From an optimization exercise on the open Yosys and OpenROAD flow, aimed at small area, a short achievable clock period and few clock cycles per item; shortcuts taken in it are not production practice.
Power is estimated from default activity; no workload was simulated.

Setup of job 5962:
Design lmfe_top, start of the top module:
module lmfe_top (
    input  logic             clk,
    input  logic             reset,
    input  logic             in_en,
    input  lmfe_pkg::pixel_t Din,
    output logic             busy,
    output logic             out_valid,
    output lmfe_pkg::pixel_t Dout
);
Size: roughly 7400 flip-flops, ~21 I/O pins, ~180000 sq um of cells after synthesis.
clock: 15.0 ns
lec_check: 0
abc_clock_period_in_ps: 3000
cap_margin: 20
cell_pad_in_sites_detail_placement: 1
cell_pad_in_sites_global_placement: 2
core_margin: 2
core_utilization: 40
cts_buf_list: sky130_fd_sc_hd__clkbuf_16
cts_cluster_diameter: 100
cts_cluster_size: 25
place_density: 0.55
slew_margin: 20
run.sh (not shown) runs the stock make flow with config.mk's settings and CLKGATE_MAP_FILE= SYNTH_SCRIPT=/design/flow/synth_recipe.tcl, a recipe that flattens the netlist after the stock synthesis.
Job 5962: full flow OK, the timing, DRC and antenna checks passed
## Diff of input files: job 944 against job 5962
Settings: ABC_CLOCK_PERIOD_IN_PS: 3000 -> 4000.
==> flow/flow/run.sh (new file) <==
#!/bin/bash
# The standard layout (standard.sh, unchanged synthesis), with ORFS's
# repair_timing asked to leave more setup slack than the 15 ns clock needs,
# so that the achieved period shrinks. Gate cloning is off so that no
# register is ever copied. make's output goes to standard.log here; each
# ORFS step also keeps its own log under orfs/logs/.
set -euo pipefail
cd "$(dirname "$0")/.."
export SETUP_SLACK_MARGIN=10
export SKIP_GATE_CLONING=1
bash standard.sh > standard.log 2>&1
==> flow/standard.sh (new file) <==
#!/bin/bash
# synth_recipe.tcl (not shown) runs the flow's synth.tcl, then flattens the netlist and writes it again
# the make line also repeats each setting of config.mk as NAME=value (left out here)
make -C /OpenROAD-flow-scripts/flow DESIGN_CONFIG=/design/flow/config.mk WORK_HOME=/design/flow/orfs CLKGATE_MAP_FILE= SYNTH_SCRIPT=/design/flow/synth_recipe.tcl "${@:-finish}"
removed: flow/run.sh
--- outcome ---
Job 944: PASS, flow complete, no timing, DRC or antenna violations. Wire length of the first global-routing pass, job 944 vs job 5962: up by a few percent. Delta (job 944 minus job 5962): buffer and inverter count on the worst path has increased; worst setup margin has increased. Job 944 vs job 5962, critical path arrival went down by 1.22 ns. Comparing job 944 and job 5962, the higher cell area was measured on job 944.
Here is what was changed in the inputs of job 4377 compared with job 944.
==> flow/run.sh (new file) <==
#!/bin/bash
# synth_recipe.tcl (not shown) runs the flow's synth.tcl, then flattens the netlist and writes it again
# the make line also repeats each setting of config.mk as NAME=value (left out here)
make -C /OpenROAD-flow-scripts/flow DESIGN_CONFIG=/design/flow/config.mk WORK_HOME=/design/flow/orfs CLKGATE_MAP_FILE= SYNTH_SCRIPT=/design/flow/synth_recipe.tcl finish
removed: flow/flow/run.sh
removed: flow/standard.sh
Job 4377 vs job 944 on wire length: job 4377 is the lower one. | relative contribution of combinational cells to total power | job 4377 vs job 944 | 0.8 points lower |. Diff job 944 -> job 4377 | clock share of power | increase of 0.4 points. Relative to job 944, maximum number of pins on one net before global-route repair increased by 4.9% in job 4377. Job 4377 vs job 944 on wire length of the first global-routing pass: job 4377 is the lower one. Job 4377 has completed all stages; timing, DRC and antenna checks passed. Relative to job 944, setup slack of the critical path after layout has gone down in job 4377.
Function was not checked in any run of this note: the RTL went through the layout flow alone.


lmfe_top, a different RTL version from the one above (not shown whole).
Size: roughly 11000 cells after synthesis, ~7400 flip-flops, about 21 I/O pins, roughly 180000 sq um of cells after synthesis.
Settings: LEC_CHECK=0, ABC_CLOCK_PERIOD_IN_PS=4000, CAP_MARGIN=20, CELL_PAD_IN_SITES_DETAIL_PLACEMENT=1, CELL_PAD_IN_SITES_GLOBAL_PLACEMENT=2, CORE_MARGIN=2, CORE_UTILIZATION=40, CTS_BUF_LIST=sky130_fd_sc_hd__clkbuf_16, CTS_CLUSTER_DIAMETER=100, CTS_CLUSTER_SIZE=25, PLACE_DENSITY=0.55, SLEW_MARGIN=20; clock period 15.0 ns.
standard.sh (not shown) runs the stock make flow with config.mk's settings and CLKGATE_MAP_FILE= SYNTH_SCRIPT=/design/flow/synth_recipe.tcl, a recipe that flattens the netlist after the stock synthesis.
==> flow/flow/run.sh <==
#!/bin/bash
# The standard layout (standard.sh, unchanged synthesis), with ORFS's
# repair_timing asked to leave more setup slack than the 15 ns clock needs,
# so that the achieved period shrinks. Gate cloning is off so that no
# register is ever copied. Every port still gets a buffer; buffer_ports is
# only told which buffer cell to use. make's output goes to standard.log
# here; each ORFS step also keeps its own log under orfs/logs/.
set -euo pipefail
cd "$(dirname "$0")/.."
export SETUP_SLACK_MARGIN=11
export SKIP_GATE_CLONING=1
export BUFFER_PORTS_ARGS="-buffer_cell sky130_fd_sc_hd__buf_4"
bash standard.sh > standard.log 2>&1
Change:
--- a/flow/flow/run.sh
+++ b/flow/flow/run.sh
@@ -8,5 +8,5 @@
 set -euo pipefail
 cd "$(dirname "$0")/.."
-export SETUP_SLACK_MARGIN=11
+export SETUP_SLACK_MARGIN=10.5
 export SKIP_GATE_CLONING=1
 export BUFFER_PORTS_ARGS="-buffer_cell sky130_fd_sc_hd__buf_4"
Settings changed: CELL_PAD_IN_SITES_DETAIL_PLACEMENT 1 to 0, CELL_PAD_IN_SITES_GLOBAL_PLACEMENT 2 to 1, CORE_UTILIZATION 40 to 55, PLACE_DENSITY 0.55 to 0.68.
Result: Global-route usage goes up by 2.4 points. Wire length goes down by roughly a tenth. Final cell count goes down by roughly a tenth. Final area goes down by a few percent. Clock power goes down by a few percent. Die area goes down by a quarter to a third. Setup slack improved by 0.0055 ns. Critical path depth does not change.
Change:
Settings changed: CELL_PAD_IN_SITES_DETAIL_PLACEMENT 0 to 1, CELL_PAD_IN_SITES_GLOBAL_PLACEMENT 1 to 2, CORE_UTILIZATION 55 to 40, PLACE_DENSITY 0.68 to 0.55.
Effect: Wire length climbs by roughly a tenth. Flip-flop and latch count is unchanged. Design area goes up slightly. Setup slack degrades by 0.024 ns. Area after synthesis does not change. Total power rises slightly. Worst hold slack barely changes. Global-route usage shrinks by 2.7 points. Count of clock-buffer cells in the layout went up by 6.
Change:
--- a/flow/flow/run.sh
+++ b/flow/flow/run.sh
@@ -8,5 +8,5 @@
 set -euo pipefail
 cd "$(dirname "$0")/.."
-export SETUP_SLACK_MARGIN=10.5
+export SETUP_SLACK_11=MARGIN
 export SKIP_GATE_CLONING=1
 export BUFFER_PORTS_ARGS="-buffer_cell sky130_fd_sc_hd__buf_4"
Result: The changed run completed with no timing, DRC or antenna violations. Count of clock-buffer cells in the layout rises by 2. Final cell count falls by about 1%. Non-clock buffer count falls by 187. Worst setup slack degrades by 0.86 ns. Synthesized cell count stays the same. Worst hold slack degrades by 0.026 ns. Total power falls by 0.36%. First-iteration DRC count rises by about 7%. Design area falls by about 2.2%. Die area does not change. Wire length falls by about 2.5%.
Function was not checked in any run of this note: the RTL went through the layout flow alone.

[re-timing with driven ports]
How much do the figures lean on ideal ports? The routed layouts below were timed once more, with nothing changed but the port constraints. Step 1, drivers: a clkbuf_16 drives clk and a buf_2 each remaining input, both assumed. Step 2 times the ports against the registers' clock, not the clock port: input delays grow and output delays shrink by t, the midpoint of the rising clock arrivals with the driver on. Three values: ideal ports, drivers, drivers and shift; two values: the first two.
run	t, ns	setup WS [ns]	hold slack, ns	latest minus earliest clock arrival (ns)	worst register clock-pin slew, ns
job 5962	1.035	8.249 / 8.249 / 8.249	0.286 / 0.286 / 0.286	0.087 / 0.087	0.11 / 0.11
job 944	1.020	9.531 / 9.531 / 9.531	0.288 / 0.288 / 0.288	0.066 / 0.065	0.11 / 0.11
job 4377	1.035	8.249 / 8.249 / 8.249	0.286 / 0.286 / 0.286	0.087 / 0.087	0.11 / 0.11
the first run of note 2	1.028	10.100 / 10.100 / 10.100	0.290 / 0.290 / 0.290	0.067 / 0.067	0.10 / 0.10
the second run of note 2	1.009	10.105 / 10.105 / 10.105	0.286 / 0.286 / 0.286	0.076 / 0.076	0.11 / 0.11
the third run of note 2	1.038	10.081 / 10.081 / 10.081	0.287 / 0.287 / 0.287	0.079 / 0.079	0.11 / 0.11
the fourth run of note 2	1.023	9.217 / 9.217 / 9.217	0.261 / 0.261 / 0.261	0.118 / 0.119	0.11 / 0.11
After both steps setup and hold are still met in every run listed.
